Context: an optimization exercise on an open-source flow, tuned for small area and a short achievable clock period. The choices shown serve that exercise and are no tape-out recipe.
At most, simulation tests tie the RTL to the original design; equivalence was not proved.
For runs 2, 3, 5 and 6, only the layout was checked, not whether the RTL still works.
No activity file was given, so power comes from the tool's default toggle rates.

--- design.v ---
package mcdt_dist_pkg;
  localparam int DIST_DW    = 32;
  localparam int DIST_DEPTH = 16;
  localparam int NUM_CH     = 3;
  typedef logic [1:0] ch_id_t;
  localparam ch_id_t ID_BAD = 2'b11;
  function automatic int ptr_width(input int depth);
    ptr_width = $clog2(depth);
  endfunction
  localparam int DIST_PTR_W = ptr_width(DIST_DEPTH);
  localparam int DIST_CNT_W = DIST_PTR_W + 1;
endpackage
module dist_fifo
#(
  parameter  int DW    = mcdt_dist_pkg::DIST_DW,
  parameter  int DEPTH = mcdt_dist_pkg::DIST_DEPTH,
  localparam int PTR_W = mcdt_dist_pkg::ptr_width(DEPTH),
  localparam int CNT_W = PTR_W + 1
) (
  input  logic             clk_i,
  input  logic             rstn_i,
  input  logic             push_i,
  input  logic [DW-1:0]    wdata_i,
  input  logic             pop_i,
  output logic [DW-1:0]    rdata_o,
  output logic             valid_o,
  output logic [CNT_W-1:0] margin_o,
  output logic             full_o
);
  logic [DW-1:0]    mem [DEPTH];
  logic [PTR_W-1:0] wr_ptr;
  logic [PTR_W-1:0] rd_ptr;
  logic [CNT_W-1:0] count;
  logic             do_pop;
  logic             do_push;
  assign valid_o  = (count != '0);
  assign full_o   = (count == CNT_W'(DEPTH));
  assign margin_o = CNT_W'(DEPTH) - count;
  assign do_pop  = pop_i && valid_o;
  assign do_push = push_i && (!full_o || do_pop);
  always_ff @(posedge clk_i or negedge rstn_i) begin
    if (!rstn_i) begin
      wr_ptr <= '0;
      rd_ptr <= '0;
      count  <= '0;
    end else begin
      if (do_push) wr_ptr <= wr_ptr + PTR_W'(1);
      if (do_pop)  rd_ptr <= rd_ptr + PTR_W'(1);
      case ({do_push, do_pop})
        2'b10:   count <= count + CNT_W'(1);
        2'b01:   count <= count - CNT_W'(1);
        default: count <= count;
      endcase
    end
  end
  always_ff @(posedge clk_i) begin
    if (do_push) mem[wr_ptr] <= wdata_i;
  end
  assign rdata_o = valid_o ? mem[rd_ptr] : '0;
endmodule
module mcdt_dist
#(
  parameter  int DW    = mcdt_dist_pkg::DIST_DW,
  parameter  int DEPTH = mcdt_dist_pkg::DIST_DEPTH,
  localparam int CNT_W = mcdt_dist_pkg::ptr_width(DEPTH) + 1
) (
  input  logic             clk_i,
  input  logic             rstn_i,
  input  logic [DW-1:0]    mcdt_data_i,
  input  logic             mcdt_val_i,
  input  logic [1:0]       mcdt_id_i,
  output logic [DW-1:0]    ch0_data_o,
  output logic             ch0_valid_o,
  input  logic             ch0_ready_i,
  output logic [CNT_W-1:0] ch0_margin_o,
  output logic [DW-1:0]    ch1_data_o,
  output logic             ch1_valid_o,
  input  logic             ch1_ready_i,
  output logic [CNT_W-1:0] ch1_margin_o,
  output logic [DW-1:0]    ch2_data_o,
  output logic             ch2_valid_o,
  input  logic             ch2_ready_i,
  output logic [CNT_W-1:0] ch2_margin_o,
  output logic [2:0]       ovf_o,
  output logic             bad_id_o,
  input  logic             err_clr_i
);
  logic [mcdt_dist_pkg::NUM_CH-1:0] ready;
  logic [mcdt_dist_pkg::NUM_CH-1:0] valid;
  logic [mcdt_dist_pkg::NUM_CH-1:0] full;
  logic [mcdt_dist_pkg::NUM_CH-1:0] push_sel;
  logic [mcdt_dist_pkg::NUM_CH-1:0] ovf_set;
  logic [DW-1:0]     data   [mcdt_dist_pkg::NUM_CH];
  logic [CNT_W-1:0]  margin [mcdt_dist_pkg::NUM_CH];
  logic              bad_set;
  assign ready = {ch2_ready_i, ch1_ready_i, ch0_ready_i};
  for (genvar n = 0; n < mcdt_dist_pkg::NUM_CH; n++) begin : g_ch
    assign push_sel[n] = mcdt_val_i && (mcdt_id_i == 2'(n));
    assign ovf_set[n]  = push_sel[n] && full[n] && !(valid[n] && ready[n]);
    dist_fifo #(
      .DW    (DW),
      .DEPTH (DEPTH)
    ) u_fifo (
      .clk_i    (clk_i),
      .rstn_i   (rstn_i),
      .push_i   (push_sel[n]),
      .wdata_i  (mcdt_data_i),
      .pop_i    (ready[n]),
      .rdata_o  (data[n]),
      .valid_o  (valid[n]),
      .margin_o (margin[n]),
      .full_o   (full[n])
    );
  end
  assign bad_set = mcdt_val_i && (mcdt_id_i == mcdt_dist_pkg::ID_BAD);
  always_ff @(posedge clk_i or negedge rstn_i) begin
    if (!rstn_i) begin
      ovf_o    <= '0;
      bad_id_o <= 1'b0;
    end else if (err_clr_i) begin
      ovf_o    <= ovf_set;
      bad_id_o <= bad_set;
    end else begin
      ovf_o    <= ovf_o | ovf_set;
      bad_id_o <= bad_id_o | bad_set;
    end
  end
  assign ch0_data_o   = data[0];
  assign ch0_valid_o  = valid[0];
  assign ch0_margin_o = margin[0];
  assign ch1_data_o   = data[1];
  assign ch1_valid_o  = valid[1];
  assign ch1_margin_o = margin[1];
  assign ch2_data_o   = data[2];
  assign ch2_valid_o  = valid[2];
  assign ch2_margin_o = margin[2];
endmodule
--- run.sh ---
#!/bin/bash
# synth_recipe.tcl (not shown) runs the flow's synth.tcl, then flattens the netlist and writes it again
# the make line also repeats each setting of config.mk as NAME=value (left out here)
make -C /OpenROAD-flow-scripts/flow DESIGN_CONFIG=/design/flow/config.mk WORK_HOME=/design/flow/orfs CLKGATE_MAP_FILE= SYNTH_SCRIPT=/design/flow/synth_recipe.tcl finish
--- config.mk ---
export PLATFORM = sky130hd
export DESIGN_NAME = mcdt_dist
export DESIGN_NICKNAME = mcdt_dist
export VERILOG_FILES = /design/flow/design.v
export SDC_FILE = /design/flow/constraint.sdc
export NUM_CORES = 4
export LEC_CHECK = 0
export CAP_MARGIN = 20
export CORE_MARGIN = 2
export CORE_UTILIZATION = 40
export SLEW_MARGIN = 20
--- constraint.sdc ---
create_clock -name core_clock -period 4.2 [get_ports {clk_i}]
set_input_delay 0.8400 -clock core_clock [delete_from_list [all_inputs] [get_ports {clk_i}]]
set_output_delay 0.8400 -clock core_clock [all_outputs]
set_load 0.01 [all_outputs]
==> flow_summary.toml, run 1 <==
[grt]
gr-total-overflow = 0
grt_start_max_net_pins = 51
antenna_found_initial = 7
grt_usage_pct = 19.8
number_of_global_route_vias_before_repair = 30900
first_pass_grt_wire_length_microns = 222000

[place]
placedCellCount = 5073
io_buffer_count = 158
post_dp_cell_area_sq_um = 66600
place_hpwl_microns = 89300
dpl_worst_slack_ns = 0.336
routability_congestion = 0.786

[clock_network]
clock_path_buffers = 3
clk_root_buffer_cell = "sky130_fd_sc_hd__clkbuf_16"
cts-hold-fix-buffers = 0
inserted_clock_buffers = 161
path_clk_slew_ns = 0.06
cts_tree = "done"
cts_num_sinks = 1579
worst_skew_pair.late_latency_ns = 0.80
htree_num_levels = 4

[timing]
grt_setup_unrepaired = "yes"
finalCritPeriodShare_pct = 99.6
fin_ws_ns = 0.0153
setup_violations = 0
max_slew.worst_pin.slew_ns = 1.11
max_freq_mhz = 239
post-route-min-period_ns = 4.18
slew_headroom_pct = 25.7
clock-skew-final_ns = 0.0348
final-max-slew-violation-count = 0
finalHoldViolations = 0

[route]
route.detailed.vias_per_inst = 5.59
wl_met3_microns = 8130
dr_wl_met2_microns = 76400
detail_routed_net_length_per_standard_cell_microns = 28.5
routed-via-count = 30206
number_of_nets_with_antenna_violations_after_detailed_routing = 0
dr.first_iter.drc_count = 3025
totalWireLength_microns = 154000
drt_first_pass_iters = 5
uppermost_signal_routing_layer_after_detailed_routing = "met4"
met1_length_microns = 64700
drc_violations_left = 0

[die]
die_h_microns = 396
initial_core_utilization_pct = 40.3
top_level_port_count = 159
die_x_microns = 396
placementRows = 143
core-area_sq_um = 152000
die-area_sq_um = 156000

[synth]
synth.cells.most_frequent = "sky130_fd_sc_hd__edfxtp_1, sky130_fd_sc_hd__mux4_2, sky130_fd_sc_hd__mux2i_1"
area_fraction_in_and_or_nand_and_nor_cells_after_synthesis_pct = 1.62
synth_edf_count = 1536
synth.net_count = 2964
ys_ff_latch = 1579
synth_adder_area_share_pct = 0.706
fraction_of_the_yosys_area_taken_by_sequential_cells_pct = 77.0
netlist-cell-type-count = 43
synth_async_sr_flop_share_pct = 2.72
synth_largest_area_cell = "sky130_fd_sc_hd__edfxtp_1"
synth.top_cell.area_share_pct = 75.2
post_synth_xor_area_fraction_pct = 0.571
largest_family_of_logic_cells_by_synthesized_area = "multiplexers"
synth_area_leaders = "sky130_fd_sc_hd__edfxtp_1, sky130_fd_sc_hd__mux4_2, sky130_fd_sc_hd__mux2i_1"
dominantRegCellSynth = "sky130_fd_sc_hd__edfxtp_1"
synth_cells = 2889
post_synth_instance_area_sq_um = 61300
synth_most_common_cell = "sky130_fd_sc_hd__edfxtp_1"
synth.avg_cell_area_sq_um = 21.2
synthMuxAreaShare_pct = 15.2
warnings_from_yosys = 4
synth_compound_area_share_pct = 3.30

[layout]
finalInstanceArea_sq_um = 73000
post_route_cells_drive_above_1_share_pct = 28.0
layout-area-overhead-vs-synth_pct = 19.0
fin_cells = 5406
fin_util_pct = 48.0
layout.nets = 3313

[job]
cap_viol_max_count = 0

[critical_path]
element_type_at_the_critical_path_start = "flip-flop"
setup.worst_path.end_class = "output port"
cp_data_required_time_ns = 3.36
critical_setup_path_class = "reg2out"
critical_path.max_fanout = 50
critical_path_arrival_ns = 3.34

[power]
p_leak_nw = 23.5
vdd_ir_drop_max_mv = 0.468
pd_cells_nw_per_um2 = 676

[hold_path]
hold_path_class = "in2async"

[status]
status = "no timing/DRC/antenna violations"
-- power by group --
| group | leakage (nW) | internal (mW) | switching, mW | total, mW |
|---|---|---|---|---|
| Combinational | 6.66 | 7.77 | 8.95 | 16.7 |
| Sequential | 14.3 | 17.9 | 0.622 | 18.5 |
| Clock | 2.54 | 8.13 | 5.98 | 14.1 |
-- worst max-delay path: stages (launching register included) --
cell	delay [ns]
sky130_fd_sc_hd__dfrtp_2	0.64
sky130_fd_sc_hd__buf_12	0.34
sky130_fd_sc_hd__mux4_2	0.36
sky130_fd_sc_hd__mux2i_1	0.42
sky130_fd_sc_hd__o22ai_1	0.22
sky130_fd_sc_hd__clkdlybuf4s50_1	0.52
-- routing by layer --
metal | track usage (%) | vias up
met2 | 32.5 | 916
met5 | 0 | -
met3 | 3.39 | 235
met4 | 6.82 | 0
met1 | 26.7 | 16289
li1 | - | 12766
-- path summary, 6_finish.rpt --
| kind | from | to | slack (ns) | cells after the start |
|---|---|---|---|---|
| worst max-delay path | g_ch[1].u_fifo.rd_ptr[2] | ch1_data_o[15] | 0.02 | 5 |
| worst min-delay path | rstn_i | g_ch[1].u_fifo.wr_ptr[3] | 0.16 | 1 |
| worst max register to register | g_ch[1].u_fifo.count[0] | g_ch[1].u_fifo.mem[10][29] | 0.60 | 11 |
| worst min register to register | ovf_o[0] | ovf_o[0] | 0.53 | 2 |
| min in group core_clock | ovf_o[0] | ovf_o[0] | 0.53 | 2 |
| max in group asynchronous | rstn_i | g_ch[0].u_fifo.rd_ptr[2] | 3.17 | 2 |
-- metrics by stage --
stage / hold WS (ns) / total power, mW / setup TNS, ns
after global routing: 0.153 / 51.3 / -0.540
final: 0.156 / 49.3 / 0
after floorplan: 0.473 / 27.9 / 0
after global placement: 0.509 / 34.4 / 0
after CTS: 0.117 / 49.6 / -0.0108
after detailed placement: 0.526 / 34.5 / 0
-- cell families after synthesis --
group	count (synthesis)
AOI/OAI and AO/OA	307
xor gates and xnor gates	40
adders and majority gates	34
buffers and inverters	194
DFF	1579
muxes	524
and+or+nand+nor	211
-- cell type report --
class	instances	area [sq um]
Clock inverter	84	788
Inverter	36	143
Multi-Input combinational cell	1117	14100
Fill cell	12397	79100
Antenna cell	3	7.51
Timing Repair Buffer	343	3750
Tap cell	2030	2540
Clock buffer	214	4440
Sequential cell	1579	47200
-- layout by cell type, fill, tap and decap left out, types with 35 or more instances in the layout --
| cell | n |
|---|---|
| sky130_fd_sc_hd__edfxtp_1 | 1536 |
| sky130_fd_sc_hd__mux4_2 | 324 |
| sky130_fd_sc_hd__clkbuf_16 | 167 |
| sky130_fd_sc_hd__mux2i_1 | 165 |
| sky130_fd_sc_hd__buf_4 | 115 |
| sky130_fd_sc_hd__clkdlybuf4s50_1 | 77 |
| sky130_fd_sc_hd__nand2_1 | 70 |
| sky130_fd_sc_hd__buf_12 | 55 |
| sky130_fd_sc_hd__a21oi_1 | 47 |
| sky130_fd_sc_hd__nor2_4 | 39 |
| sky130_fd_sc_hd__clkbuf_1 | 39 |
| sky130_fd_sc_hd__nor2b_1 | 35 |
-- registers in the layout, summed over array words and instances, names as in the netlist --
| name | cells |
|---|---|
| g_ch.u_fifo.mem | 1536 |
| g_ch.u_fifo.wr_ptr | 12 |
| g_ch.u_fifo.count | 15 |
| ovf_o | 3 |
| bad_id_o | 1 |
| g_ch.u_fifo.rd_ptr | 12 |
-- what timing repair did --
item / 4_1_cts / 5_1_grt
gates resized for setup: 123 / 56
setup endpoints to repair: 96 / 64
pin swaps: 10 / 5
buffers inserted: 18 / 10
gates cloned: 4 / 0
==> run 2: changes to the inputs <==
--- a/design.v
+++ b/design.v
@@ -16,5 +16,6 @@
   parameter  int DEPTH = mcdt_dist_pkg::DIST_DEPTH,
   localparam int PTR_W = mcdt_dist_pkg::ptr_width(DEPTH),
-  localparam int CNT_W = PTR_W + 1
+  localparam int CNT_W = PTR_W + 1,
+  localparam int BDEP  = DEPTH - 1
 ) (
   input  logic             clk_i,
@@ -28,34 +29,79 @@
   output logic             full_o
 );
-  logic [DW-1:0]    mem [DEPTH];
+  logic [DW-1:0]    head_q;
+  logic [DW-1:0]    mem [BDEP];
   logic [PTR_W-1:0] wr_ptr;
   logic [PTR_W-1:0] rd_ptr;
-  logic [CNT_W-1:0] count;
-  logic             do_pop;
-  logic             do_push;
-  assign valid_o  = (count != '0);
-  assign full_o   = (count == CNT_W'(DEPTH));
-  assign margin_o = CNT_W'(DEPTH) - count;
-  assign do_pop  = pop_i && valid_o;
-  assign do_push = push_i && (!full_o || do_pop);
+  logic [CNT_W-1:0] margin_q;
+  logic             valid_q;    
+  logic             more_q;     
+  logic             two_q;      
+  logic             full_q;     
+  logic             nfull1_q;   
+  logic do_pop, acc, head_en, buf_push, buf_pop;
+  logic [BDEP-1:0]  rd_sel;
+  logic [DW-1:0]    rd_word;
+  always_comb begin
+    rd_word = '0;
+    for (int e = 0; e < BDEP; e++) begin
+      rd_sel[e] = (rd_ptr == PTR_W'(e));
+      rd_word   = rd_word | ({DW{rd_sel[e]}} & mem[e]);
+    end
+  end
+  assign do_pop   = pop_i && valid_q;
+  assign acc      = push_i && (!full_q || pop_i);
+  assign head_en  = !valid_q || pop_i;
+  assign buf_push = acc && valid_q && (!pop_i || more_q);
+  assign buf_pop  = do_pop && more_q;
   always_ff @(posedge clk_i or negedge rstn_i) begin
     if (!rstn_i) begin
-      wr_ptr <= '0;
-      rd_ptr <= '0;
-      count  <= '0;
+      head_q <= '0;
+    end else if (head_en) begin
+      if (more_q) head_q <= rd_word;
+      else        head_q <= push_i ? wdata_i : '0;
+    end
+  end
+  always_ff @(posedge clk_i or negedge rstn_i) begin
+    if (!rstn_i) begin
+      wr_ptr   <= '0;
+      rd_ptr   <= '0;
+      margin_q <= CNT_W'(DEPTH);
+      valid_q  <= 1'b0;
+      more_q   <= 1'b0;
+      two_q    <= 1'b0;
+      full_q   <= 1'b0;
+      nfull1_q <= 1'b0;
     end else begin
-      if (do_push) wr_ptr <= wr_ptr + PTR_W'(1);
-      if (do_pop)  rd_ptr <= rd_ptr + PTR_W'(1);
-      case ({do_push, do_pop})
-        2'b10:   count <= count + CNT_W'(1);
-        2'b01:   count <= count - CNT_W'(1);
-        default: count <= count;
+      if (buf_push) wr_ptr <= (wr_ptr == PTR_W'(BDEP - 1)) ? '0 : wr_ptr + PTR_W'(1);
+      if (buf_pop)  rd_ptr <= (rd_ptr == PTR_W'(BDEP - 1)) ? '0 : rd_ptr + PTR_W'(1);
+      case ({acc, do_pop})
+        2'b10: begin
+          margin_q <= margin_q - CNT_W'(1);
+          valid_q  <= 1'b1;
+          more_q   <= valid_q;
+          two_q    <= valid_q && !more_q;
+          full_q   <= nfull1_q;
+          nfull1_q <= (margin_q == CNT_W'(2));
+        end
+        2'b01: begin
+          margin_q <= margin_q + CNT_W'(1);
+          valid_q  <= more_q;
+          more_q   <= more_q && !two_q;
+          two_q    <= (margin_q == CNT_W'(DEPTH - 3));
+          full_q   <= 1'b0;
+          nfull1_q <= full_q;
+        end
+        default: ;
       endcase
     end
   end
   always_ff @(posedge clk_i) begin
-    if (do_push) mem[wr_ptr] <= wdata_i;
+    for (int e = 0; e < BDEP; e++)
+      if (buf_push && wr_ptr == PTR_W'(e)) mem[e] <= wdata_i;
   end
-  assign rdata_o = valid_o ? mem[rd_ptr] : '0;
+  assign rdata_o  = head_q;
+  assign valid_o  = valid_q;
+  assign margin_o = margin_q;
+  assign full_o   = full_q;
 endmodule
 module mcdt_dist
--- a/config.mk
+++ b/config.mk
@@ -6,6 +6,8 @@
 export NUM_CORES = 4
 export LEC_CHECK = 0
+export ABC_CLOCK_PERIOD_IN_PS = 2500
 export CAP_MARGIN = 20
 export CORE_MARGIN = 2
 export CORE_UTILIZATION = 40
+export SETUP_SLACK_MARGIN = 1.5
 export SLEW_MARGIN = 20
==> run 2 against run 1 <==
Effect of this change: clock skew increased by 0.012 ns; clock power increased by 4%; global-route usage up 2.3 points; first-iteration DRC count grew 35%; critical endpoint is now g_ch[1].u_fifo.head_q[29]; die area rose by 3.6%; area after synthesis increased by 3.7%; sequential power grew 8%; register-to-register slack improved by 0.81 ns; total power decreased by 3.2%; worst setup slack better by 1.4 ns.
==> flow_summary.toml, run 2 <==
[place]
dpl_worst_slack_ns = 0.401
post_dp_cell_area_sq_um = 68600
routability_congestion = 0.827
io_buffer_count = 158
place_hpwl_microns = 106000

[layout]
largestRegisters = "g_ch.u_fifo.mem (1440), g_ch.u_fifo.head_q (96), g_ch.u_fifo.margin_q (15)"
post_route_cells_drive_above_1_share_pct = 18.1
layout-area-overhead-vs-synth_pct = 17.2
layout.nets = 4192
most-common-layout-cells = "sky130_fd_sc_hd__edfxtp_1, sky130_fd_sc_hd__mux2i_1, sky130_fd_sc_hd__clkbuf_16"
max_flop_register = "g_ch.u_fifo.mem"
largest_register_ff_count = 1440
filler_cells = 13449
finalInstanceArea_sq_um = 74500
mostFrequentLayoutCell = "sky130_fd_sc_hd__edfxtp_1"

[synth]
netlist-cell-type-count = 87
synth_largest_area_cell = "sky130_fd_sc_hd__edfxtp_1"
synth.cells.most_frequent = "sky130_fd_sc_hd__edfxtp_1, sky130_fd_sc_hd__mux2i_1, sky130_fd_sc_hd__a22oi_1"
synth.net_count = 3938
synth_area_leaders = "sky130_fd_sc_hd__edfxtp_1, sky130_fd_sc_hd__dfrtp_1, sky130_fd_sc_hd__mux2i_1"
warnings_from_yosys = 5
synth_cells = 3882
fraction_of_the_yosys_area_taken_by_sequential_cells_pct = 74.1
ys_ff_latch = 1594
synth_most_common_cell = "sky130_fd_sc_hd__edfxtp_1"
post_synth_instance_area_sq_um = 63600
synth_async_sr_flop_share_pct = 9.66
synth.avg_cell_area_sq_um = 16.4
dominantRegCellSynth = "sky130_fd_sc_hd__edfxtp_1"
synth_edf_count = 1440
synth.top_cell.area_share_pct = 68.0

[clock_network]
cts_num_sinks = 1594
htree_num_levels = 4
path_clk_slew_ns = 0.06
clock_path_buffers = 3
cts_tree = "done"
cts-hold-fix-buffers = 0
worst_skew_pair.late_latency_ns = 0.81
clk_root_buffer_cell = "sky130_fd_sc_hd__clkbuf_16"
inserted_clock_buffers = 168

[grt]
gr-total-overflow = 0
first_pass_grt_wire_length_microns = 263000
number_of_global_route_vias_before_repair = 36637
antenna_found_initial = 6
grt_start_max_net_pins = 75
grt_usage_pct = 22.1

[critical_path]
reg_to_reg_startpoint = "g_ch[1].u_fifo.rd_ptr[2]"
critical_path_arrival_ns = 3.41
element_type_at_the_critical_path_start = "flip-flop"
timing.reg2reg.worst_path_depth = 5
critical_setup_path_class = "reg2reg"
r2r_slack_ns = 1.41
critical_path.max_fanout = 35
setup.worst_path.end_class = "flip-flop"
r2r_end = "g_ch[1].u_fifo.head_q[29]"
cp_data_required_time_ns = 4.81

[route]
route.detailed.vias_per_inst = 5.94
drc_violations_left = 0
dr.first_iter.drc_count = 4081
detail_routed_net_length_per_standard_cell_microns = 28.5
routed-via-count = 37725
drt_first_pass_iters = 5
totalWireLength_microns = 181000
number_of_nets_with_antenna_violations_after_detailed_routing = 0

[power]
power.switching_fraction_pct = 32.8
clockPowerShare_pct = 30.7
power_report.internal_total_mw = 32.1
pd_cells_nw_per_um2 = 641
p_leak_nw = 24.3
vdd_ir_drop_max_mv = 0.556
sw_power_mw = 15.7
power_frac_seq_pct = 41.6
p_comb_share_pct = 27.7

[timing]
fin_hold_ws_ns = 0.116
finalHoldViolations = 0
max_freq_mhz = 358
max_slew.worst_pin.slew_ns = 1.09
grt_setup_unrepaired = "yes"
slew_headroom_pct = 27.2
clock-skew-final_ns = 0.0470
post-route-min-period_ns = 2.79
setup_violations = 0
fin_ws_ns = 1.41
finalCritPeriodShare_pct = 66.5
final-max-slew-violation-count = 0
setup_tns_ns = 0

[die]
die-area_sq_um = 162000
core-area_sq_um = 158000
die_x_microns = 403
initial_core_utilization_pct = 40.2
placementRows = 146
top_level_port_count = 159
die_h_microns = 403

[status]
status = "no timing/DRC/antenna violations"

[job]
cap_viol_max_count = 0

[hold_path]
hold_path_class = "in2async"
## run 2: changes by cell type after synthesis, sizes merged, moves of 48 or more
cell / delta
mux4: -306
a22oi: +127
dfrtp: +108
edfxtp: -96
a21oi: +85
clkbuf: +77
mux2i: +74
o21ai: +62
nand2: +60
a22o: +53
buf: +48
## run 2: layer usage
layer,vias to the layer above,part of all wire [%],GRT usage (%),wire length (microns)
met1,19671,43,31.5,78200
met2,1547,47,35.4,85900
met4,2,2.5,6.23,4500
met5,-,0.0039,0,7
met3,247,7.1,3.28,12800
li1,16258,-,-,-
## run 2: cell families after synthesis
kind of cell	synth area share, %
adders and majority gates	0.331
xor gates and xnor gates	0.165
and+or+nand+nor	5.49
buffers and inverters	2.54
DFF	74.1
AOI/OAI and AO/OA	12.0
muxes	5.43
## run 2: through the flow
| stage | cells | power, mW | util [%] |
|---|---|---|---|
| finish | 6356 | 47.8 | 47.1 |
| global route | 6354 | 49.6 | 47.1 |
| floorplan | 3882 | 27.8 | - |
| CTS | 6343 | 47.9 | 47.0 |
| detailed placement | 6014 | 33.1 | 43.4 |
| global placement | 6014 | 33.0 | 43.4 |
## run 2: repair_timing
action	in CTS	in global routing
pin swaps	1	5
endpoints found under the setup margin	368	263
setup buffers	13	9
gates cloned	0	2
endpoints found under the hold margin	0	0
gates resized for setup	68	27
## run 2: final cells by class
type | count | area, sq um | share of cell area [%]
Clock inverter | 82 | 810 | 1.09
Clock buffer | 234 | 4640 | 6.23
Timing Repair Buffer | 367 | 3630 | 4.88
Multi-Input combinational cell | 1973 | 15500 | 20.8
Inverter | 32 | 129 | 0.173
Tap cell | 2072 | 2590 | 3.48
Sequential cell | 1594 | 47200 | 63.3
Antenna cell | 2 | 5.00 | 0.00672
## run 2: worst max-delay path by stage
stage / startpoint / endpoint / slack [ns] / cells after the start
final: g_ch[1].u_fifo.rd_ptr[2] / g_ch[1].u_fifo.head_q[29] / 1.41 / 5
after floorplan: mcdt_id_i[1] / g_ch[0].u_fifo.mem[2][0] / 1.11 / 4
after CTS: g_ch[1].u_fifo.rd_ptr[2] / g_ch[1].u_fifo.head_q[29] / 1.34 / 5
after detailed placement: mcdt_val_i / g_ch[0].u_fifo.margin_q[4] / 0.40 / 10
after global placement: mcdt_val_i / g_ch[0].u_fifo.margin_q[4] / 0.43 / 10
after global routing: g_ch[1].u_fifo.rd_ptr[2] / g_ch[1].u_fifo.head_q[29] / 1.41 / 5
## run 2: critical path, cell delays in order (launching register included)
cell and delay [ns]:
sky130_fd_sc_hd__dfrtp_4 0.64, sky130_fd_sc_hd__buf_4 0.46, sky130_fd_sc_hd__and3b_2 0.42, sky130_fd_sc_hd__and3_1 0.25
sky130_fd_sc_hd__a2111oi_1 0.63, sky130_fd_sc_hd__a21oi_1 0.21
## run 2: power by group through the flow
stage	logic (mW)	registers (mW)	clock network [mW]
CTS	13.1	19.9	14.8
global route	14.1	20.0	15.5
floorplan	8.49	19.3	0
finish	13.2	19.9	14.7
global placement	12.7	20.3	0
detailed placement	12.8	20.3	0
==> run 3: changes to the inputs <==
--- a/config.mk
+++ b/config.mk
@@ -9,5 +9,5 @@
 export CAP_MARGIN = 20
 export CORE_MARGIN = 2
-export CORE_UTILIZATION = 40
+export CORE_UTILIZATION = 65
 export SETUP_SLACK_MARGIN = 1.5
 export SLEW_MARGIN = 20
==> run 3 against run 2 <==
Effect of this change: via count up 2.4%; maximum frequency is 3.7% higher; utilization is 28 points higher; critical endpoint unchanged; still clean; flip-flop and latch count is the same; worst hold slack better by 0.048 ns.
==> flow_summary.toml, run 3 <==
[clock_network]
inserted_clock_buffers = 157
clk_root_buffer_cell = "sky130_fd_sc_hd__clkbuf_16"
cts_num_sinks = 1594
cts-hold-fix-buffers = 0
path_clk_slew_ns = 0.06
worst_skew_pair.late_latency_ns = 0.76
htree_num_levels = 4
cts_tree = "done"
clock_path_buffers = 3

[die]
core-area_sq_um = 96900
die-area_sq_um = 100000
initial_core_utilization_pct = 65.6
top_level_port_count = 159
die_x_microns = 317
placementRows = 114
die_h_microns = 317

[layout]
layout-area-overhead-vs-synth_pct = 14.5
mostFrequentLayoutCell = "sky130_fd_sc_hd__edfxtp_1"
most-common-layout-cells = "sky130_fd_sc_hd__edfxtp_1, sky130_fd_sc_hd__mux2i_1, sky130_fd_sc_hd__buf_4"
largestRegisters = "g_ch.u_fifo.mem (1440), g_ch.u_fifo.head_q (96), g_ch.u_fifo.margin_q (15)"
post_route_cells_drive_above_1_share_pct = 16.7
fin_cells = 5545
layout.nets = 4190
filler_cells = 5735
max_flop_register = "g_ch.u_fifo.mem"
multi_input_area_sq_um = 15500
largest_register_ff_count = 1440
area.sequential_sq_um = 47100

[power]
p_comb_share_pct = 28.5
sw_power_mw = 15.1
clockPowerShare_pct = 29.2
p_leak_nw = 24.0
pd_cells_nw_per_um2 = 641
power_report.internal_total_mw = 31.5
power.switching_fraction_pct = 32.5
vdd_ir_drop_max_mv = 0.584
power_frac_seq_pct = 42.4
total_power_mw = 46.6

[critical_path]
critical_setup_path_class = "reg2reg"
cp_data_required_time_ns = 4.80
setup.worst_path.end_class = "flip-flop"
r2r_slack_ns = 1.51
reg_to_reg_startpoint = "g_ch[1].u_fifo.rd_ptr[3]"
critical_path.max_fanout = 34
r2r_end = "g_ch[1].u_fifo.head_q[29]"
element_type_at_the_critical_path_start = "flip-flop"
critical_path_arrival_ns = 3.29
timing.reg2reg.worst_path_depth = 5

[timing]
post-route-min-period_ns = 2.69
finalCritPeriodShare_pct = 64.1
setup_violations = 0
slew_headroom_pct = 22.5
fin_hold_ws_ns = 0.164
max_slew.worst_pin.slew_ns = 1.16
finalHoldViolations = 0
fin_ws_ns = 1.51
grt_setup_unrepaired = "yes"
max_freq_mhz = 372
setup_tns_ns = 0
final-max-slew-violation-count = 0
clock-skew-final_ns = 0.0271

[synth]
synth.cells.most_frequent = "sky130_fd_sc_hd__edfxtp_1, sky130_fd_sc_hd__mux2i_1, sky130_fd_sc_hd__a22oi_1"
synth_async_sr_flop_share_pct = 9.66
synth.avg_cell_area_sq_um = 16.4
synth_most_common_cell = "sky130_fd_sc_hd__edfxtp_1"
fraction_of_the_yosys_area_taken_by_sequential_cells_pct = 74.1
synth_edf_count = 1440
synth.top_cell.area_share_pct = 68.0
post_synth_instance_area_sq_um = 63600
warnings_from_yosys = 5
synth.net_count = 3938
synth_largest_area_cell = "sky130_fd_sc_hd__edfxtp_1"
dominantRegCellSynth = "sky130_fd_sc_hd__edfxtp_1"
ys_ff_latch = 1594
netlist-cell-type-count = 87
synth_cells = 3882
synth_area_leaders = "sky130_fd_sc_hd__edfxtp_1, sky130_fd_sc_hd__dfrtp_1, sky130_fd_sc_hd__mux2i_1"

[place]
placedCellCount = 5225
dpl_worst_slack_ns = 0.466
routability_congestion = 0.897
place_hpwl_microns = 105000
io_buffer_count = 158

[grt]
number_of_global_route_vias_before_repair = 38091
first_pass_grt_wire_length_microns = 253000
grt_start_max_net_pins = 75
grt_usage_pct = 35.0
gr-total-overflow = 0
antenna_found_initial = 5

[route]
detail_routed_net_length_per_standard_cell_microns = 31.6
number_of_nets_with_antenna_violations_after_detailed_routing = 0
drc_violations_left = 0
dr.first_iter.drc_count = 5167
drt_first_pass_iters = 7
totalWireLength_microns = 175000
routed-via-count = 38624
route.detailed.vias_per_inst = 6.97

[hold_path]
hold_path_class = "in2async"

[status]
status = "no timing/DRC/antenna violations"

[job]
cap_viol_max_count = 0
[run 3: changes by cell type in the layout (fill, tap and decap cells not counted), moves of 5 or more]
cell,previous run,this run
sky130_fd_sc_hd__dfrtp_1,96,131
sky130_fd_sc_hd__dfrtp_2,45,10
sky130_fd_sc_hd__buf_4,155,182
sky130_fd_sc_hd__buf_12,45,24
sky130_fd_sc_hd__clkdlybuf4s50_1,105,120
sky130_fd_sc_hd__clkinv_2,32,20
sky130_fd_sc_hd__dlygate4sd2_1,15,5
sky130_fd_sc_hd__clkbuf_1,49,58
sky130_fd_sc_hd__clkbuf_16,172,164
sky130_fd_sc_hd__clkbuf_8,16,9
sky130_fd_sc_hd__dlymetal6s2s_1,5,0
[run 3: through the flow]
step / utilization, % / area [sq um]
global placement: 69.5 / 67300
floorplan: - / 64100
global route: 75.1 / 72800
CTS: 74.9 / 72500
finish: 75.1 / 72800
detailed placement: 69.5 / 67300
[run 3: final cells by class]
class | instances | area share, %
flip-flops and latches | 1594 | 64.8
multi-input cells | 1973 | 21.3
clock buffers | 228 | 6.02
repair buffers | 376 | 4.73
well taps | 1276 | 2.19
clock inverters | 64 | 0.801
inverters | 32 | 0.172
diodes | 2 | 0.00688
[run 3: kinds of logic after synthesis]
logic type               share of synthesized area (%)
flip-flops                                        74.1
XOR/XNOR                                         0.165
AO/OA/AOI/OAI                                     12.0
multiplexers                                      5.43
buffers and inverters                             2.54
adder cells (fa/ha/maj)                          0.331
AND/OR/NAND/NOR                                   5.49
[run 3: repair_timing]
action / 4_1_cts / 5_1_grt
pin swaps: 4 / 6
setup endpoints to repair: 316 / 196
gates resized for setup: 32 / 16
setup buffers: 7 / 19
[run 3: worst max-delay path by stage]
stage                              from                         end  cells after the start
2_1_floorplan              mcdt_id_i[1]    g_ch[0].u_fifo.mem[2][0]                      4
3_3_place_gp               mcdt_id_i[0]  g_ch[1].u_fifo.margin_q[4]                     10
3_5_place_dp               mcdt_id_i[1]  g_ch[0].u_fifo.margin_q[4]                     10
4_1_cts        g_ch[1].u_fifo.rd_ptr[3]   g_ch[1].u_fifo.head_q[29]                      5
5_1_grt        g_ch[1].u_fifo.rd_ptr[3]   g_ch[1].u_fifo.head_q[29]                      5
6_report       g_ch[1].u_fifo.rd_ptr[3]   g_ch[1].u_fifo.head_q[29]                      5
[run 3: critical path, cell delays in order, from the launching register on]
cell,delay [ns]
sky130_fd_sc_hd__dfrtp_4,0.66
sky130_fd_sc_hd__buf_4,0.42
sky130_fd_sc_hd__and4bb_2,0.46
sky130_fd_sc_hd__a32o_1,0.28
sky130_fd_sc_hd__a2111oi_1,0.50
sky130_fd_sc_hd__a21oi_1,0.17
[run 3: per-layer routing]
| layer | wire length (microns) | GRT usage (%) | up-vias |
|---|---|---|---|
| met5 | 0 | 0 | - |
| met2 | 84900 | 56.6 | 2387 |
| met1 | 66200 | 47.8 | 19609 |
| met3 | 16700 | 6.05 | 399 |
| met4 | 7490 | 14.8 | 0 |
| li1 | - | - | 16229 |
[run 3: power groups by stage]
stage               clock, mW  sequential (mW)  combinational [mW]
floorplan                   0             19.3                8.49
global placement            0             20.2                12.2
detailed placement          0             20.2                12.5
CTS                      13.7             19.8                12.9
global route             14.3             19.8                14.0
finish                   13.6             19.8                13.3
==> run 4: changes to the inputs <==
--- a/design.v
+++ b/design.v
@@ -40,13 +40,4 @@
   logic             nfull1_q;   
   logic do_pop, acc, head_en, buf_push, buf_pop;
-  logic [BDEP-1:0]  rd_sel;
-  logic [DW-1:0]    rd_word;
-  always_comb begin
-    rd_word = '0;
-    for (int e = 0; e < BDEP; e++) begin
-      rd_sel[e] = (rd_ptr == PTR_W'(e));
-      rd_word   = rd_word | ({DW{rd_sel[e]}} & mem[e]);
-    end
-  end
   assign do_pop   = pop_i && valid_q;
   assign acc      = push_i && (!full_q || pop_i);
@@ -58,5 +49,5 @@
       head_q <= '0;
     end else if (head_en) begin
-      if (more_q) head_q <= rd_word;
+      if (more_q) head_q <= mem[rd_ptr];
       else        head_q <= push_i ? wdata_i : '0;
     end
--- a/config.mk
+++ b/config.mk
@@ -6,8 +6,6 @@
 export NUM_CORES = 4
 export LEC_CHECK = 0
-export ABC_CLOCK_PERIOD_IN_PS = 2500
 export CAP_MARGIN = 20
 export CORE_MARGIN = 2
-export CORE_UTILIZATION = 65
-export SETUP_SLACK_MARGIN = 1.5
+export CORE_UTILIZATION = 40
 export SLEW_MARGIN = 20
==> run 4 against run 3 <==
Effect of this change: worst setup slack got worse by 0.58 ns; combinational power increased by 11%; synthesized cell count grew 3.0%; area after synthesis decreased by 1.1%; utilization down 28 points; first-iteration DRC count decreased by 6.4%; clock power is 9% higher; via count rose by 0.53%; register-to-register slack worse by 0.58 ns; maximum frequency fell by 18%; critical path type unchanged; critical endpoint is now g_ch[1].u_fifo.head_q[28].
==> flow_summary.toml, run 4 <==
[grt]
gr-total-overflow = 0
number_of_global_route_vias_before_repair = 37342
grt_usage_pct = 22.7
first_pass_grt_wire_length_microns = 267000
antenna_found_initial = 11
grt_start_max_net_pins = 68

[clock_network]
path_clk_slew_ns = 0.06
cts_post_setup_buffers_inserted = 0
cts-resized-gates = 0
clk_root_buffer_cell = "sky130_fd_sc_hd__clkbuf_16"
cts_num_sinks = 1594
cts-hold-fix-buffers = 0
inserted_clock_buffers = 166
clock_path_buffers = 3
htree_num_levels = 4
worst_skew_pair.late_latency_ns = 0.80
cts_tree = "done"

[route]
route.detailed.vias_per_inst = 6.01
number_of_nets_with_antenna_violations_after_detailed_routing = 0
totalWireLength_microns = 186000
detail_routed_net_length_per_standard_cell_microns = 28.8
drc_violations_left = 0
routed-via-count = 38829
drt_first_pass_iters = 7
dr.first_iter.drc_count = 4838

[layout]
post_route_cells_drive_above_1_share_pct = 14.6
largestRegisters = "g_ch.u_fifo.mem (1440), g_ch.u_fifo.head_q (96), g_ch.u_fifo.margin_q (15)"
layout-area-overhead-vs-synth_pct = 17.0
most-common-layout-cells = "sky130_fd_sc_hd__edfxtp_1, sky130_fd_sc_hd__o21ai_0, sky130_fd_sc_hd__a22oi_1"
max_flop_register = "g_ch.u_fifo.mem"
largest_register_ff_count = 1440
layout.nets = 4309
mostFrequentLayoutCell = "sky130_fd_sc_hd__edfxtp_1"
finalInstanceArea_sq_um = 73600
filler_cells = 13223

[timing]
grt_setup_unrepaired = "no"
fin_ws_ns = 0.929
max_freq_mhz = 306
clock-skew-final_ns = 0.0415
fin_hold_ws_ns = 0.0202
finalHoldViolations = 0
finalCritPeriodShare_pct = 77.9
max_slew.worst_pin.slew_ns = 1.19
final-max-slew-violation-count = 0
setup_violations = 0
post-route-min-period_ns = 3.27
slew_headroom_pct = 20.3

[critical_path]
timing.reg2reg.worst_path_depth = 6
cp_data_required_time_ns = 4.83
element_type_at_the_critical_path_start = "flip-flop"
crit_path_max_incr_delay_ns = 0.91
critical_path.slowest_cell = "sky130_fd_sc_hd__nor4_1"
critical_setup_path_class = "reg2reg"
r2r_end = "g_ch[1].u_fifo.head_q[28]"
critical_path.max_fanout = 26
worstPathCellList = "buf_4, and3b_1, a22oi_1, o221ai_1, nor4_1, o21ai_0"
r2r_slack_ns = 0.93
timing.critical_path.buf_inv = 1
setup.worst_path.end_class = "flip-flop"
critical_path_arrival_ns = 3.90
reg_to_reg_startpoint = "g_ch[1].u_fifo.rd_ptr[3]"
timing.critical_path.max_delay_family = "simple AND/OR/NAND/NOR gates"

[status]
status = "no timing/DRC/antenna violations"

[synth]
synth_most_common_cell = "sky130_fd_sc_hd__edfxtp_1"
synth.top_cell.area_share_pct = 68.7
ys_ff_latch = 1594
post_synth_instance_area_sq_um = 62900
synth_largest_area_cell = "sky130_fd_sc_hd__edfxtp_1"
synth.avg_cell_area_sq_um = 15.7
synth.cells.most_frequent = "sky130_fd_sc_hd__edfxtp_1, sky130_fd_sc_hd__o21ai_0, sky130_fd_sc_hd__a22oi_1"
synth_area_leaders = "sky130_fd_sc_hd__edfxtp_1, sky130_fd_sc_hd__dfrtp_1, sky130_fd_sc_hd__a22oi_1"
fraction_of_the_yosys_area_taken_by_sequential_cells_pct = 74.9
dominantRegCellSynth = "sky130_fd_sc_hd__edfxtp_1"
synth.net_count = 4057
warnings_from_yosys = 5
synth_async_sr_flop_share_pct = 9.66
synth_cells = 3998
synth_edf_count = 1440
netlist-cell-type-count = 90

[power]
total_power_mw = 49.0
p_leak_nw = 23.9
pd_cells_nw_per_um2 = 666
vdd_ir_drop_max_mv = 0.361

[die]
placementRows = 145
die-area_sq_um = 160000
die_h_microns = 401
die_x_microns = 401
top_level_port_count = 159
initial_core_utilization_pct = 40.3
core-area_sq_um = 156000

[place]
place_hpwl_microns = 116000
dpl_worst_slack_ns = 0.325
io_buffer_count = 158
post_dp_cell_area_sq_um = 68000
routability_congestion = 0.838

[job]
cap_viol_max_count = 0

[hold_path]
hold_path_class = "in2async"
[run 4: metrics by stage]
stage                     instances  setup TNS [ns]  utilization (%)
final                          6457               0             47.1
after global routing           6454               0             47.1
after CTS                      6453               0             47.1
after detailed placement       6140               0             43.6
after global placement         6139               0             43.6
after floorplan                3998          -20.45                -
[run 4: worst reg2reg max path, cell delays in order, from the launching register on]
cell	delay [ns]
sky130_fd_sc_hd__dfrtp_4	0.64
sky130_fd_sc_hd__buf_4	0.34
sky130_fd_sc_hd__and3b_1	0.48
sky130_fd_sc_hd__a22oi_1	0.41
sky130_fd_sc_hd__o221ai_1	0.17
sky130_fd_sc_hd__nor4_1	0.91
sky130_fd_sc_hd__o21ai_0	0.16
[run 4: worst max path at each step]
stage	endpoint	cells past startpoint	slack (ns)	startpoint
2_1_floorplan	g_ch[1].u_fifo.mem[10][0]	4	-0.21	mcdt_id_i[1]
3_3_place_gp	g_ch[1].u_fifo.margin_q[4]	11	0.31	mcdt_id_i[0]
3_5_place_dp	g_ch[1].u_fifo.margin_q[4]	11	0.32	mcdt_id_i[0]
4_1_cts	g_ch[0].u_fifo.head_q[13]	6	1.07	g_ch[0].u_fifo.rd_ptr[2]
5_1_grt	g_ch[0].u_fifo.head_q[26]	6	0.81	g_ch[0].u_fifo.rd_ptr[3]
6_report	g_ch[1].u_fifo.head_q[28]	6	0.93	g_ch[1].u_fifo.rd_ptr[3]
[run 4: cell type report]
| cell class | instances | area (sq um) | share of cell area, % |
|---|---|---|---|
| antenna | 4 | 10.0 | 0.0136 |
| clock buffer | 237 | 4630 | 6.30 |
| clock inverter | 76 | 885 | 1.20 |
| inverter | 56 | 210 | 0.286 |
| multi-input combinational | 2059 | 14600 | 19.9 |
| sequential | 1594 | 47100 | 64.0 |
| tap | 2058 | 2570 | 3.50 |
| timing repair buffer | 373 | 3520 | 4.78 |
[run 4: cells by family after synthesis]
| kind of cell | count (synthesis) | share of synthesized area, % |
|---|---|---|
| mux | 114 | 1.94 |
| fa+ha+maj | 18 | 0.394 |
| simple gates | 592 | 4.90 |
| compound gates | 1323 | 15.1 |
| xor+xnor | 12 | 0.167 |
| buf+inv | 345 | 2.62 |
| flops | 1594 | 74.9 |
[run 4: where the power goes]
part	internal (mW)	switching [mW]
Clock	8.61	6.22
Sequential	18.2	1.31
Combinational	5.39	9.26
[run 4: routing by layer]
layer	global-route usage [%]	part of all wire, %
met1	32.6	42
met5	0	0
met3	6.20	11
met2	33.9	45
met4	6.59	2.3
==> run 5: changes to the inputs <==
--- a/design.v
+++ b/design.v
@@ -31,6 +31,6 @@
   logic [DW-1:0]    head_q;
   logic [DW-1:0]    mem [BDEP];
-  logic [PTR_W-1:0] wr_ptr;
-  logic [PTR_W-1:0] rd_ptr;
+  logic [BDEP-1:0]  rd_sel;     
+  logic [DW-1:0]    rd_word;
   logic [CNT_W-1:0] margin_q;
   logic             valid_q;    
@@ -45,9 +45,14 @@
   assign buf_push = acc && valid_q && (!pop_i || more_q);
   assign buf_pop  = do_pop && more_q;
+  always_comb begin
+    rd_word = '0;
+    for (int e = 0; e < BDEP; e++)
+      rd_word = rd_word | ({DW{rd_sel[e]}} & mem[e]);
+  end
   always_ff @(posedge clk_i or negedge rstn_i) begin
     if (!rstn_i) begin
       head_q <= '0;
     end else if (head_en) begin
-      if (more_q) head_q <= mem[rd_ptr];
+      if (more_q) head_q <= rd_word;
       else        head_q <= push_i ? wdata_i : '0;
     end
@@ -55,6 +60,5 @@
   always_ff @(posedge clk_i or negedge rstn_i) begin
     if (!rstn_i) begin
-      wr_ptr   <= '0;
-      rd_ptr   <= '0;
+      rd_sel   <= '0;
       margin_q <= CNT_W'(DEPTH);
       valid_q  <= 1'b0;
@@ -64,6 +68,9 @@
       nfull1_q <= 1'b0;
     end else begin
-      if (buf_push) wr_ptr <= (wr_ptr == PTR_W'(BDEP - 1)) ? '0 : wr_ptr + PTR_W'(1);
-      if (buf_pop)  rd_ptr <= (rd_ptr == PTR_W'(BDEP - 1)) ? '0 : rd_ptr + PTR_W'(1);
+      case ({buf_push, buf_pop})
+        2'b10:   rd_sel <= {rd_sel[BDEP-2:0], !more_q};
+        2'b01:   rd_sel <= {1'b0, rd_sel[BDEP-1:1]};
+        default: ;
+      endcase
       case ({acc, do_pop})
         2'b10: begin
@@ -88,6 +95,8 @@
   end
   always_ff @(posedge clk_i) begin
-    for (int e = 0; e < BDEP; e++)
-      if (buf_push && wr_ptr == PTR_W'(e)) mem[e] <= wdata_i;
+    if (buf_push) begin
+      mem[0] <= wdata_i;
+      for (int e = 1; e < BDEP; e++) mem[e] <= mem[e-1];
+    end
   end
   assign rdata_o  = head_q;
--- a/config.mk
+++ b/config.mk
@@ -6,6 +6,8 @@
 export NUM_CORES = 4
 export LEC_CHECK = 0
+export ABC_CLOCK_PERIOD_IN_PS = 2500
 export CAP_MARGIN = 20
 export CORE_MARGIN = 2
 export CORE_UTILIZATION = 40
+export SETUP_SLACK_MARGIN = 1.5
 export SLEW_MARGIN = 20
==> run 5 against run 4 <==
Effect of this change: still clean on timing, DRC and antenna; register-to-register slack improved by 0.70 ns; clock power barely moved; total power fell by 5.2%; routed wire length fell by 12%; largest cell class unchanged; highest routed layer is now met5.
==> flow_summary.toml, run 5 <==
[die]
top_level_port_count = 159
die_x_microns = 392
placementRows = 142
core-area_sq_um = 150000
die-area_sq_um = 154000
die_h_microns = 392
initial_core_utilization_pct = 40.2

[layout]
finalInstanceArea_sq_um = 69600
max_flop_register = "g_ch.u_fifo.mem"
post_route_cells_drive_above_1_share_pct = 11.4
layout-area-overhead-vs-synth_pct = 15.7
filler_cells = 12853
largestRegisters = "g_ch.u_fifo.mem (1440), g_ch.u_fifo.head_q (96), g_ch.u_fifo.rd_sel (45)"
multi_input_area_sq_um = 11200
largest_register_ff_count = 1440
fin_util_pct = 46.5
mostFrequentLayoutCell = "sky130_fd_sc_hd__edfxtp_1"
layout.nets = 3781
insertedDiodeCount = 0
most-common-layout-cells = "sky130_fd_sc_hd__edfxtp_1, sky130_fd_sc_hd__nand2_1, sky130_fd_sc_hd__a22oi_1"
area.sequential_sq_um = 47700

[power]
pd_cells_nw_per_um2 = 667
power.switching_fraction_pct = 31.0
total_power_mw = 46.4
clockPowerShare_pct = 31.2
vdd_ir_drop_max_mv = 0.393
p_leak_nw = 22.9
power_frac_seq_pct = 46.6
power_report.internal_total_mw = 32.0
p_comb_share_pct = 22.2
sw_power_mw = 14.4

[timing]
fin_ws_ns = 1.55
final-max-slew-violation-count = 0
grt_setup_unrepaired = "no"
post-route-min-period_ns = 2.65
max_slew.worst_pin.slew_ns = 1.20
setup_tns_ns = 0
finalHoldViolations = 0
slew_headroom_pct = 20.2
max_freq_mhz = 377
clock-skew-final_ns = 0.0390
setup_violations = 0
finalCritPeriodShare_pct = 63.1

[critical_path]
crit_path_max_incr_delay_ns = 0.58
cp_data_required_time_ns = 3.36
worstPathCellList = "clkdlybuf4s50_1"
r2r_end = "g_ch[2].u_fifo.head_q[30]"
timing.critical_path.buf_inv = 1
critical_setup_path_class = "reg2out"
critical_path.max_fanout = 2
setup.worst_path.end_class = "output port"
worstSetupPathDepth = 1
critical_path.slowest_cell = "sky130_fd_sc_hd__clkdlybuf4s50_1"
timing.critical_path.from = "g_ch[1].u_fifo.head_q[23]"
timing.critical_path.max_delay_family = "buffers and inverters"
element_type_at_the_critical_path_start = "flip-flop"
critical_path_arrival_ns = 1.81
timing.reg2reg.worst_path_depth = 5
r2r_slack_ns = 1.63
reg_to_reg_startpoint = "g_ch[2].u_fifo.rd_sel[6]"

[synth]
synth_adder_area_share_pct = 0.412
synth_most_common_cell = "sky130_fd_sc_hd__edfxtp_1"
synth.net_count = 3588
synth_cells = 3529
synthMuxAreaShare_pct = 0.811
warnings_from_yosys = 5
largest_family_of_logic_cells_by_synthesized_area = "compound AO/OA/AOI/OAI gates"
synth_largest_area_cell = "sky130_fd_sc_hd__edfxtp_1"
post_synth_xor_area_fraction_pct = 0.131
fraction_of_the_yosys_area_taken_by_sequential_cells_pct = 79.1
synth.cells.most_frequent = "sky130_fd_sc_hd__edfxtp_1, sky130_fd_sc_hd__nand2_1, sky130_fd_sc_hd__a22oi_1"
ys_ff_latch = 1615
synth.top_cell.area_share_pct = 71.9
netlist-cell-type-count = 49
area_fraction_in_and_or_nand_and_nor_cells_after_synthesis_pct = 4.60
synth_compound_area_share_pct = 12.4
dominantRegCellSynth = "sky130_fd_sc_hd__edfxtp_1"
synth_area_leaders = "sky130_fd_sc_hd__edfxtp_1, sky130_fd_sc_hd__dfrtp_1, sky130_fd_sc_hd__a22o_1"
synth_async_sr_flop_share_pct = 10.8
post_synth_instance_area_sq_um = 60200
synth.avg_cell_area_sq_um = 17.1
synth_edf_count = 1440

[route]
routed-via-count = 34929
number_of_nets_with_antenna_violations_after_detailed_routing = 0
route.detailed.vias_per_inst = 5.95
totalWireLength_microns = 165000
dr.first_iter.drc_count = 4450
drc_violations_left = 0
detail_routed_net_length_per_standard_cell_microns = 28.0
drt_first_pass_iters = 6

[clock_network]
worst_skew_pair.late_latency_ns = 0.78
cts-hold-fix-buffers = 0
clk_root_buffer_cell = "sky130_fd_sc_hd__clkbuf_16"
path_clk_slew_ns = 0.06
htree_num_levels = 4
cts_num_sinks = 1615
inserted_clock_buffers = 161
clock_path_buffers = 3
cts_tree = "done"

[grt]
gr-total-overflow = 0
number_of_global_route_vias_before_repair = 34166
antenna_found_initial = 16
grt_start_max_net_pins = 116
first_pass_grt_wire_length_microns = 236000
grt_usage_pct = 21.1

[place]
io_buffer_count = 158
routability_congestion = 0.801
post_dp_cell_area_sq_um = 64300
place_hpwl_microns = 94600
dpl_worst_slack_ns = 0.437

[job]
cap_viol_max_count = 0

[hold_path]
hold_path_class = "in2async"

[status]
status = "no timing/DRC/antenna violations"
==> run 5: changes by cell type after synthesis, sizes merged, moves of 52 or more <==
cell | previous run | this run
nor2 | 147 | 60
nand2 | 131 | 306
o22ai | 53 | 0
a221o | 52 | 0
nand4 | 2 | 55
a221oi | 62 | 192
o21ai | 320 | 84
nor2b | 56 | 3
clkbuf | 128 | 75
a22o | 114 | 247
==> run 5: worst max path at each step <==
stage and to:
3_3_place_gp g_ch[0].u_fifo.margin_q[4], 2_1_floorplan g_ch[1].u_fifo.mem[0][0], 4_1_cts ch2_data_o[15], 3_5_place_dp g_ch[0].u_fifo.margin_q[4], 5_1_grt ch0_valid_o, 6_report ch1_data_o[23]
==> run 5: area by class of cell <==
class	count	share of cell area (%)
clock buffer	229	6.46
timing repair buffer	286	4.16
multi-input combinational	1646	16.0
clock inverter	71	1.13
sequential	1615	68.5
inverter	12	0.0809
tap	2016	3.62
==> run 5: cells by family after synthesis <==
kind of cell             Yosys count
multiplexers                      48
AND/OR/NAND/NOR                  592
flip-flops                      1615
XOR/XNOR                           9
adder cells (fa/ha/maj)           18
AO/OA/AOI/OAI                    979
buffers and inverters            268
==> run 5: per-layer routing <==
metal	GRT usage (%)	up-vias	routed length, microns
met5	0	-	33
met1	30.0	18041	68200
met4	6.70	4	4500
met2	31.7	1872	74400
met3	5.67	256	17300
li1	-	14756	-
==> run 5: metrics by stage <==
step | hold slack, ns | cells
finish | 0.0508 | 5875
detailed placement | 0.432 | 5572
global route | 0.0646 | 5875
CTS | 0.0357 | 5872
global placement | 0.429 | 5572
floorplan | 0.427 | 3529
==> run 5: repair_timing <==
item | 4_1_cts | 5_1_grt
setup endpoints to repair | 52 | 6
gates resized for setup | 54 | 10
pin swaps | 0 | 1
buffers inserted | 0 | 3
==> run 5: power by group through the flow <==
stage                     registers [mW]  clock network (mW)  logic [mW]
after global routing                21.8                15.4        11.1
after CTS                           21.6                14.7        10.3
final                               21.6                14.5        10.3
after floorplan                     21.0                   0        6.74
after global placement              21.9                   0        10.2
after detailed placement            21.9                   0        10.3
==> run 6: changes to the inputs <==
==> flow/run.sh (new file) <==
#!/bin/bash
# Standard ORFS layout, with two changes to how it is made:
#  - port buffers are buf_4 cells instead of the default pick (a delay cell);
#  - the resizer may change a cell's footprint when it sizes it.
# The make output goes to flow_make.log in the work folder.
set -euo pipefail
bash standard.sh MATCH_CELL_FOOTPRINT=0 \
  "BUFFER_PORTS_ARGS=-buffer_cell sky130_fd_sc_hd__buf_4" \
  finish > flow_make.log 2>&1
==> standard.sh (new file) <==
#!/bin/bash
# synth_recipe.tcl (not shown) runs the flow's synth.tcl, then flattens the netlist and writes it again
# the make line also repeats each setting of config.mk as NAME=value (left out here)
make -C /OpenROAD-flow-scripts/flow DESIGN_CONFIG=/design/flow/config.mk WORK_HOME=/design/flow/orfs CLKGATE_MAP_FILE= SYNTH_SCRIPT=/design/flow/synth_recipe.tcl "${@:-finish}"
removed: run.sh
==> run 6 against run 5 <==
Effect of this change: critical endpoint is now g_ch[1].u_fifo.margin_q[4]; critical path type is now reg2reg; still clean on timing, DRC and antenna; sequential share of layout area up 0.65 points; total power decreased by 0.76%; clock-buffer cell count fell by 6; routed wire length decreased by 0.16%; maximum frequency up 5.6%; utilization decreased by 0.47 points.
==> flow_summary.toml, run 6 <==
[power]
pd_cells_nw_per_um2 = 669
p_leak_nw = 22.9
vdd_ir_drop_max_mv = 0.414

[synth]
synth_area_leaders = "sky130_fd_sc_hd__edfxtp_1, sky130_fd_sc_hd__dfrtp_1, sky130_fd_sc_hd__a22o_1"
synth.cells.most_frequent = "sky130_fd_sc_hd__edfxtp_1, sky130_fd_sc_hd__nand2_1, sky130_fd_sc_hd__a22oi_1"
synth_most_common_cell = "sky130_fd_sc_hd__edfxtp_1"
synth_cells = 3529
netlist-cell-type-count = 49
warnings_from_yosys = 5
ys_ff_latch = 1615
synth.net_count = 3588
fraction_of_the_yosys_area_taken_by_sequential_cells_pct = 79.1
post_synth_instance_area_sq_um = 60200
synth_largest_area_cell = "sky130_fd_sc_hd__edfxtp_1"
dominantRegCellSynth = "sky130_fd_sc_hd__edfxtp_1"
synth_async_sr_flop_share_pct = 10.8
synth_edf_count = 1440
synth.top_cell.area_share_pct = 71.9
synth.avg_cell_area_sq_um = 17.1

[critical_path]
timing.critical_path.max_delay_family = "compound AO/OA/AOI/OAI gates"
timing.critical_path.from = "g_ch[1].u_fifo.full_q"
element_type_at_the_critical_path_start = "flip-flop"
cp_data_required_time_ns = 4.89
worstPathCellList = "inv_1, o21ai_0, ha_1, clkinvlp_4, fa_1, a21o_1, a2111oi_1, o31ai_1"
critical_path.slowest_cell = "sky130_fd_sc_hd__fa_1"
reg_to_reg_startpoint = "g_ch[1].u_fifo.full_q"
critical_path.max_fanout = 8
critical_path_arrival_ns = 3.21
timing.critical_path.buf_inv = 2
crit_path_max_incr_delay_ns = 0.44
critical_setup_path_class = "reg2reg"
setup.worst_path.end_class = "flip-flop"

[clock_network]
cts_tree = "done"
htree_num_levels = 4
cts_num_sinks = 1615
worst_skew_pair.late_latency_ns = 0.79
path_clk_slew_ns = 0.06
clock_path_buffers = 3
clk_root_buffer_cell = "sky130_fd_sc_hd__clkbuf_16"
cts-hold-fix-buffers = 0
inserted_clock_buffers = 160

[die]
core-area_sq_um = 150000
initial_core_utilization_pct = 40.2
top_level_port_count = 159
die_x_microns = 392
placementRows = 142
die_h_microns = 392
die-area_sq_um = 154000

[timing]
finalCritPeriodShare_pct = 59.8
max_freq_mhz = 398
max_slew.worst_pin.slew_ns = 1.19
setup_tns_ns = 0
fin_hold_ws_ns = 0.00266
final-max-slew-violation-count = 0
slew_headroom_pct = 21.0
clock-skew-final_ns = 0.0463
fin_ws_ns = 1.69
finalHoldViolations = 0
post-route-min-period_ns = 2.51
grt_setup_unrepaired = "yes"
setup_violations = 0

[route]
drc_violations_left = 0
dr.first_iter.drc_count = 4676
routed-via-count = 34736
drt_first_pass_iters = 8
route.detailed.vias_per_inst = 5.94
number_of_nets_with_antenna_violations_after_detailed_routing = 0
detail_routed_net_length_per_standard_cell_microns = 28.1
totalWireLength_microns = 164000

[layout]
filler_cells = 12850
post_route_cells_drive_above_1_share_pct = 14.2
fin_cells = 5844
mostFrequentLayoutCell = "sky130_fd_sc_hd__edfxtp_1"
insertedDiodeCount = 0
max_flop_register = "g_ch.u_fifo.mem"
layout-area-overhead-vs-synth_pct = 14.5
layout.nets = 3753
largestRegisters = "g_ch.u_fifo.mem (1440), g_ch.u_fifo.head_q (96), g_ch.u_fifo.rd_sel (45)"
largest_register_ff_count = 1440
most-common-layout-cells = "sky130_fd_sc_hd__edfxtp_1, sky130_fd_sc_hd__nand2_1, sky130_fd_sc_hd__a22oi_1"

[place]
io_buffer_count = 158
dpl_worst_slack_ns = 0.810
placedCellCount = 5544
routability_congestion = 0.809
place_hpwl_microns = 93100

[grt]
number_of_global_route_vias_before_repair = 33826
antenna_found_initial = 12
grt_start_max_net_pins = 125
first_pass_grt_wire_length_microns = 236000
gr-total-overflow = 0
grt_usage_pct = 21.1

[status]
status = "no timing/DRC/antenna violations"

[hold_path]
hold_path_class = "in2async"

[job]
cap_viol_max_count = 0
run 6: cell counts after synthesis:
No cell type changed its count.
run 6: kinds of logic after synthesis:
group	synth area share, %
DFF	79.1
and+or+nand+nor	4.60
xor gates and xnor gates	0.131
muxes	0.811
adders and majority gates	0.412
buffers and inverters	2.49
AOI/OAI and AO/OA	12.4
run 6: worst reg2reg max path, stage by stage (launching register included):
cell and delay, ns:
sky130_fd_sc_hd__dfrtp_1 0.38, sky130_fd_sc_hd__inv_1 0.09, sky130_fd_sc_hd__o21ai_0 0.18, sky130_fd_sc_hd__ha_1 0.34, sky130_fd_sc_hd__clkinvlp_4 0.24, sky130_fd_sc_hd__fa_1 0.44
sky130_fd_sc_hd__a21o_1 0.21, sky130_fd_sc_hd__a2111oi_1 0.41, sky130_fd_sc_hd__o31ai_1 0.14
run 6: power by group:
| group | internal [mW] | switching, mW | total [mW] |
|---|---|---|---|
| Combinational | 4.02 | 5.99 | 10.0 |
| Clock | 8.18 | 6.16 | 14.3 |
| Sequential | 19.4 | 2.27 | 21.7 |
| Total | 31.6 | 14.4 | 46.1 |
run 6: worst paths after layout:
kind | end | slack [ns] | cells after the start
max in group asynchronous | g_ch[1].u_fifo.head_q[25] | 3.31 | 2
worst max-delay path | g_ch[1].u_fifo.margin_q[4] | 1.69 | 8
min in group core_clock | ovf_o[2] | 0.32 | 2
worst min-delay path | g_ch[1].u_fifo.head_q[1] | 0.003 | 1
worst min register to register | g_ch[1].u_fifo.mem[9][8] | 0.43 | 0
worst max register to register | g_ch[1].u_fifo.margin_q[4] | 1.69 | 8
run 6: cell type report:
class                   count  area (sq um)  area share [%]
flip-flops and latches   1615         47700            69.2
multi-input cells        1646         11200            16.2
clock buffers             223          4490            6.51
well taps                2016          2520            3.66
repair buffers            259          2260            3.29
clock inverters            73           752            1.09
inverters                  12          63.8          0.0926
run 6: routing by layer:
metal | routed length (microns) | GRT usage [%] | part of all wire [%]
met3 | 17100 | 5.54 | 10
met5 | 54 | 0 | 0.033
met2 | 73700 | 31.6 | 45
met1 | 68400 | 30.1 | 42
met4 | 4950 | 6.81 | 3.0
run 6: repair_timing:
item | CTS | global route
endpoints found under the setup margin | 0 | 6
setup buffers | 0 | 4
resized for setup | 0 | 6
run 6: metrics by stage:
stage	instance area [sq um]	utilization [%]	power, mW
after global routing	68900	46.1	48.0
after CTS	68900	46.0	46.3
after detailed placement	63600	42.5	31.9
after floorplan	60300	-	27.8
final	68900	46.1	46.1
after global placement	63600	42.5	31.8

[re-timing with driven ports]
The flow's constraints put no driver on any port. The routed layouts listed below were extracted and timed again, unchanged, in two steps.
Step 1: set_driving_cell puts a clkbuf_16 on clk_i and a buf_2 on each other input, an assumption about the parent block.
Step 2 also shifts input and output timing later by t, the mid clock arrival at the registers, as if the neighbouring blocks saw the same clock.
a / b / c = ideal / step 1 / step 2; a / b = the first two.
run | t (ns) | setup slack, ns | hold WS [ns] | slew at the worst register clock pin (ns) | pins driven straight from the clock port
run 1 | 0.851 | 0.015 / -0.060 / 0.483 | 0.156 / 0.102 / 0.530 | 0.07 / 0.07 | 1
run 2 | 0.863 | 1.408 / 1.408 / 0.741 | 0.116 / 0.076 / 0.478 | 0.06 / 0.06 | 1
run 3 | 0.818 | 1.508 / 1.452 / 0.736 | 0.164 / 0.127 / 0.487 | 0.06 / 0.06 | 1
run 4 | 0.861 | 0.929 / 0.929 / 0.404 | 0.020 / -0.017 / 0.483 | 0.07 / 0.07 | 1
run 5 | 0.841 | 1.548 / 1.473 / 0.783 | 0.051 / 0.024 / 0.422 | 0.07 / 0.07 | 1
run 6 | 0.840 | 1.688 / 1.688 / 0.948 | 0.003 / -0.021 / 0.428 | 0.07 / 0.07 | 1
After both steps setup and hold are still met in every run listed. For run 3, which loses most, drivers alone change the setup slack by -0.056 ns; drivers and shift together by -0.772 ns.
